This design comes from an exercise in tuning for small area, a short achievable clock period and few clock cycles on the open sky130 flow, not from production work.
The RTL was checked by simulation tests, not by an equivalence proof against the original design.

**flow/config.mk**
```make
export PLATFORM = sky130hd
export DESIGN_NAME = md_unit
export DESIGN_NICKNAME = md_unit
export VERILOG_FILES = /design/flow/design.v
export SDC_FILE = /design/flow/constraint.sdc
export NUM_CORES = 4
export LEC_CHECK = 0
export CAP_MARGIN = 20
export CORE_MARGIN = 2
export CORE_UTILIZATION = 40
export SLEW_MARGIN = 20
```
**flow/constraint.sdc**
```tcl
create_clock -name core_clock -period 100.0 [get_ports {clk}]
set_input_delay 20.0000 -clock core_clock [delete_from_list [all_inputs] [get_ports {clk}]]
set_output_delay 20.0000 -clock core_clock [all_outputs]
set_load 0.01 [all_outputs]
```
**flow/design.v**
```verilog
package mips_defs;
    typedef enum logic [2:0] {
        MD_NONE  = 3'd0,
        MD_MULT  = 3'd1,
        MD_MULTU = 3'd2,
        MD_DIV   = 3'd3,
        MD_DIVU  = 3'd4,
        MD_MTHI  = 3'd5,
        MD_MTLO  = 3'd6
    } md_op_e;
    typedef enum logic {
        MD_IDLE = 1'b0,
        MD_RUN  = 1'b1
    } md_state_e;
endpackage
module md_core
(
    input  logic [2:0]  op,
    input  logic [31:0] a,
    input  logic [31:0] b,
    output logic [63:0] product,
    output logic [31:0] quotient,
    output logic [31:0] remainder,
    output logic        div_zero
);
    logic        signed_op;
    logic        a_neg;
    logic        b_neg;
    logic [63:0] a_ext;
    logic [63:0] b_ext;
    logic [31:0] a_mag;
    logic [31:0] b_mag;
    logic [31:0] divisor;
    logic [31:0] q_mag;
    logic [31:0] r_mag;
    assign signed_op = (op == mips_defs::MD_MULT) || (op == mips_defs::MD_DIV);
    assign a_ext   = {{32{signed_op & a[31]}}, a};
    assign b_ext   = {{32{signed_op & b[31]}}, b};
    assign product = a_ext * b_ext;
    assign a_neg    = signed_op & a[31];
    assign b_neg    = signed_op & b[31];
    assign a_mag    = a_neg ? (~a + 32'd1) : a;
    assign b_mag    = b_neg ? (~b + 32'd1) : b;
    assign div_zero = (b == 32'd0);
    assign divisor  = div_zero ? 32'd1 : b_mag;
    assign q_mag    = a_mag / divisor;
    assign r_mag    = a_mag % divisor;
    assign quotient  = (a_neg ^ b_neg) ? (~q_mag + 32'd1) : q_mag;
    assign remainder = a_neg ? (~r_mag + 32'd1) : r_mag;
endmodule
module md_unit
#(
    parameter int MULT_CYCLES = 5,
    parameter int DIV_CYCLES  = 10
) (
    input  logic        clk,
    input  logic        reset,
    input  logic        start,
    input  logic        cancel,
    input  logic [2:0]  op,
    input  logic [31:0] a,
    input  logic [31:0] b,
    output logic        busy,
    output logic [31:0] hi,
    output logic [31:0] lo
);
    localparam int MAX_CYCLES = (MULT_CYCLES > DIV_CYCLES) ? MULT_CYCLES : DIV_CYCLES;
    localparam int CNT_W      = $clog2(MAX_CYCLES + 1);
    localparam logic [CNT_W-1:0] MULT_CNT = CNT_W'(MULT_CYCLES);
    localparam logic [CNT_W-1:0] DIV_CNT  = CNT_W'(DIV_CYCLES);
    localparam logic [CNT_W-1:0] CNT_ONE  = CNT_W'(1);
    mips_defs::md_state_e        state;
    mips_defs::md_state_e        state_n;
    logic [CNT_W-1:0] cnt;
    logic [CNT_W-1:0] cnt_n;
    logic [31:0]      phi;
    logic [31:0]      phi_n;
    logic [31:0]      plo;
    logic [31:0]      plo_n;
    logic             pcommit;
    logic             pcommit_n;
    logic [31:0]      hi_n;
    logic [31:0]      lo_n;
    logic             accept;
    mips_defs::md_op_e           op_e;
    logic [63:0] product;
    logic [31:0] quotient;
    logic [31:0] remainder;
    logic        div_zero;
    md_core u_core (
        .op        (op),
        .a         (a),
        .b         (b),
        .product   (product),
        .quotient  (quotient),
        .remainder (remainder),
        .div_zero  (div_zero)
    );
    assign op_e   = mips_defs::md_op_e'(op);
    assign busy   = (state == mips_defs::MD_RUN);
    assign accept = start && !cancel && (state == mips_defs::MD_IDLE);
    always_ff @(posedge clk) begin
        if (reset) begin
            state   <= mips_defs::MD_IDLE;
            cnt     <= '0;
            phi     <= '0;
            plo     <= '0;
            pcommit <= 1'b0;
            hi      <= '0;
            lo      <= '0;
        end else begin
            state   <= state_n;
            cnt     <= cnt_n;
            phi     <= phi_n;
            plo     <= plo_n;
            pcommit <= pcommit_n;
            hi      <= hi_n;
            lo      <= lo_n;
        end
    end
    always_comb begin
        state_n   = state;
        cnt_n     = cnt;
        phi_n     = phi;
        plo_n     = plo;
        pcommit_n = pcommit;
        hi_n      = hi;
        lo_n      = lo;
        case (state)
            mips_defs::MD_IDLE: begin
                if (accept) begin
                    case (op_e)
                        mips_defs::MD_MULT, mips_defs::MD_MULTU: begin
                            phi_n     = product[63:32];
                            plo_n     = product[31:0];
                            pcommit_n = 1'b1;
                            cnt_n     = MULT_CNT;
                            state_n   = mips_defs::MD_RUN;
                        end
                        mips_defs::MD_DIV, mips_defs::MD_DIVU: begin
                            phi_n     = remainder;
                            plo_n     = quotient;
                            pcommit_n = !div_zero;
                            cnt_n     = DIV_CNT;
                            state_n   = mips_defs::MD_RUN;
                        end
                        mips_defs::MD_MTHI: hi_n = a;
                        mips_defs::MD_MTLO: lo_n = a;
                        default: ;
                    endcase
                end
            end
            mips_defs::MD_RUN: begin
                if (cnt == CNT_ONE) begin
                    state_n = mips_defs::MD_IDLE;
                    cnt_n   = '0;
                    if (pcommit) begin
                        hi_n = phi;
                        lo_n = plo;
                    end
                end else begin
                    cnt_n = cnt - CNT_ONE;
                end
            end
            default: state_n = mips_defs::MD_IDLE;
        endcase
    end
endmodule
```
**flow/run.sh**
```bash
#!/bin/bash
# synth_recipe.tcl (not shown) runs the flow's synth.tcl, then flattens the netlist and writes it again
# the make line also repeats each setting of config.mk as NAME=value (left out here)
make -C /OpenROAD-flow-scripts/flow DESIGN_CONFIG=/design/flow/config.mk WORK_HOME=/design/flow/orfs CLKGATE_MAP_FILE= SYNTH_SCRIPT=/design/flow/synth_recipe.tcl finish
```
==> summary.txt <==
* Worst EP required at 100.33 ns
* Syn_area_per_cell at 7.720 um2
* Max-slew violations at 0
* Routed Antenna Nets at 0
* Final wirelength at 381700 um
* TritonCTS clock tree: yes
* # H-tree levels at 4
* Setup_tns at 0 ns
* Crit Path Max Fanout at 23
* Initial antenna violation count at 30
* Largest area contributor in the synthesized netlist: fa_1
* Worst setup EP type: register
* Area delta synth->final at 14.76%
* Die span in x at 444.6 um
* Layout cells sized above 1 at ~14%
* Max Buffers Root-to-Sink at 2
* I/O pin count at ~140
* Vias in the first global route at 80570
* Worst Path Arrival at 96.99 ns
* Final Core Density at 46.22%
* Startpoint types: input pin
* Total track usage at 38.16%
* Slew @ Worst Pin at 1.375 ns
* Achievable Freq at 10.35 MHz
* Yosys top cell area share at 29.03%
* Most frequent cell after synthesis: nand2_1
* Slew margin rel. at 8.171%
* Crit-path max cell delay at between 0.8 and 0.9 ns
* CP dominant cell by count: buf_4
* Total iterations of the first detailed-routing run at 6
* Final worst-path cycle share at a little over nine tenths
* Synth unique cells at 119
* Tmin final at roughly 97 ns
* Largest cells by area after synthesis: fa_1, ha_1, nand2_1
* Clock latency (worst-skew pair) at 0.50 ns
* Vias at 79370
* Synth top cells by count: nand2_1, inv_1, fa_1
* Post-Syn Nets at 12000
* Post-synth ARST share at 0%
* Endpoints failing hold at 0
* Grt total ovfl at 0
* Gp weighted congestion at 1.060
* Die area at 0.1976 mm2
* Prevailing post-synth register cell: dfxtp_1
* Yosys warning count at 1
* Slowest CP cell: nor3_1
* WL/cell at 28.85 um
* Clock sinks at approximately 130
* Core area at 0.1928 mm2
* Vias/cell at 5.998
* Post-Syn Area at 0.07764 mm2
* Initial core utilization at between 40% and 50%
* HP Class: reg -> reg
* Final net count at 12630
* Clock root buffer: clkbuf_16
* Port-buffer cells at 135
* Residual DRC at 0
* Largest net degree at the start of global routing at 78
* CTS clk-pin slew, worst paths at 0.08 ns
* Drt initial violations at 7857
* Layout Skew at 0.01487 ns
* Placed Cells incl. Taps at 13160
* Die height at 444.6 um
* DP HPWL at 306700 um
* Max cap viols at 0
* Post-synth EDFFs at 0
* Worst setup path class: in -> reg
* Synthesized flop and latch total at 134
* Sequential share of the synthesized area at 3.455%
* Wire length of the first global-routing pass at 554300 um
* CTS Buf Count at 17
* Cell Count, Final, Fillers Out at 13230
* Status: complete, no violations
* Num rows at roughly 160
* Post-Syn Instances at 10060
* Final Setup Violations at 0
per-stage QoR:
stage / setup slack, ns / hold WS, ns / area [um2]
after floorplan: 0.6766 / 0.4367 / 77640
after global placement: -3.849 / 0.4420 / 87350
after detailed placement: -3.833 / 0.4467 / 87360
after CTS: 0.06507 / 0.4566 / 88200
after global routing: -0.06725 / 0.4781 / 89100
final: 3.340 / 0.4577 / 89100
flip-flops by register name (all words and copies together) (netlist names):
register	cells
hi	32
lo	32
phi	32
plo	32
cnt	4
pcommit	1
state	1
layout make-up:
class | count | area [um2]
multi-input combinational | 8163 | 69400
sequential | 134 | 2686
timing repair buffer | 1114 | 8504
antenna | 8 | 20.02
clock inverter | 15 | 191.4
inverter | 1255 | 4713
tap | 2526 | 3161
fill | 19410 | 103700
clock buffer | 17 | 425.4
kinds of logic after synthesis:
group           Yosys count  synth area share, %
simple gates           3473                20.82
compound gates         2166                18.46
fa+ha+maj              1873                41.07
buf+inv                1761                8.668
xor+xnor                574                6.475
flops                   134                3.455
mux                      77                1.056
routing by layer:
layer | track usage (%) | vias up | share of wire [%]
li1 | - | 34880 | -
met1 | 47.58 | 39530 | 39
met2 | 60.80 | 3829 | 45
met3 | 5.532 | 1122 | 7.9
met4 | 26.84 | 16 | 8.9
met5 | 0 | - | 0.028
final timing paths:
kind / from / end / slack (ns) / depth (start not counted)
max reg2reg: state$_SDFF_PP0_ / phi[25]$_SDFFE_PP0P_ / 96.54 / 7
min reg2reg: plo[25]$_SDFFE_PP0P_ / plo[25]$_SDFFE_PP0P_ / 0.46 / 2
max: a[1] / plo[28]$_SDFFE_PP0P_ / 3.34 / 340
min: plo[25]$_SDFFE_PP0P_ / plo[25]$_SDFFE_PP0P_ / 0.46 / 2
cell usage in the layout, fill, tap and decap left out, types with 92 or more instances in the layout:
cell type,n
o21ai_0,309
xnor2_1,340
nand2_1,1403
o21a_1,115
ha_1,746
inv_1,1249
buf_4,969
fa_1,1126
a21oi_1,610
nor2_1,776
nand3_1,174
and2_1,294
nand2b_1,92
a21o_1,204
a211oi_1,154
a31oi_1,107
dfxtp_1,133
nor3_1,175
xor2_1,213
worst max-delay path: cells and delay by family:
kind                     cells  cell delay, ns
AO/OA/AOI/OAI              165           36.41
multiplexers                 1            0.37
buffers and inverters       41            7.44
AND/OR/NAND/NOR            100           22.28
adder cells (fa/ha/maj)     33           10.26
repair_timing:
action                     4_1_cts  5_1_grt
gates resized for setup         43      155
setup endpoints to repair       64       64
pin swaps                        2       24
setup buffers                    7       23
hold buffers                     0        0
Testbench counts, summed over its fixed seeds: cycles 166,781.

[separate check: timing with driven ports]
No port has a modelled driver above. Below, the same layout with a new extraction and two added sets of constraints.
Step 1 (the two cells are an assumption about what drives the block):
set clk [get_ports {clk}]
set_driving_cell -lib_cell sky130_fd_sc_hd__clkbuf_16 $clk
set_driving_cell -lib_cell sky130_fd_sc_hd__buf_2 [delete_from_list [all_inputs] $clk]
Step 2 also shifts input and output timing later by t, the mid clock arrival at the registers, as if the neighbouring blocks saw the same clock.
Three values: no drivers, after step 1, after step 2; two values: the first two.
t, ns: 0.550
setup slack, ns: 3.340 / 3.377 / 2.826
worst setup path after step 2: input to register
After both steps this run still meets setup and hold. For this run, drivers alone change the setup slack by +0.037 ns; drivers and shift together by -0.514 ns.
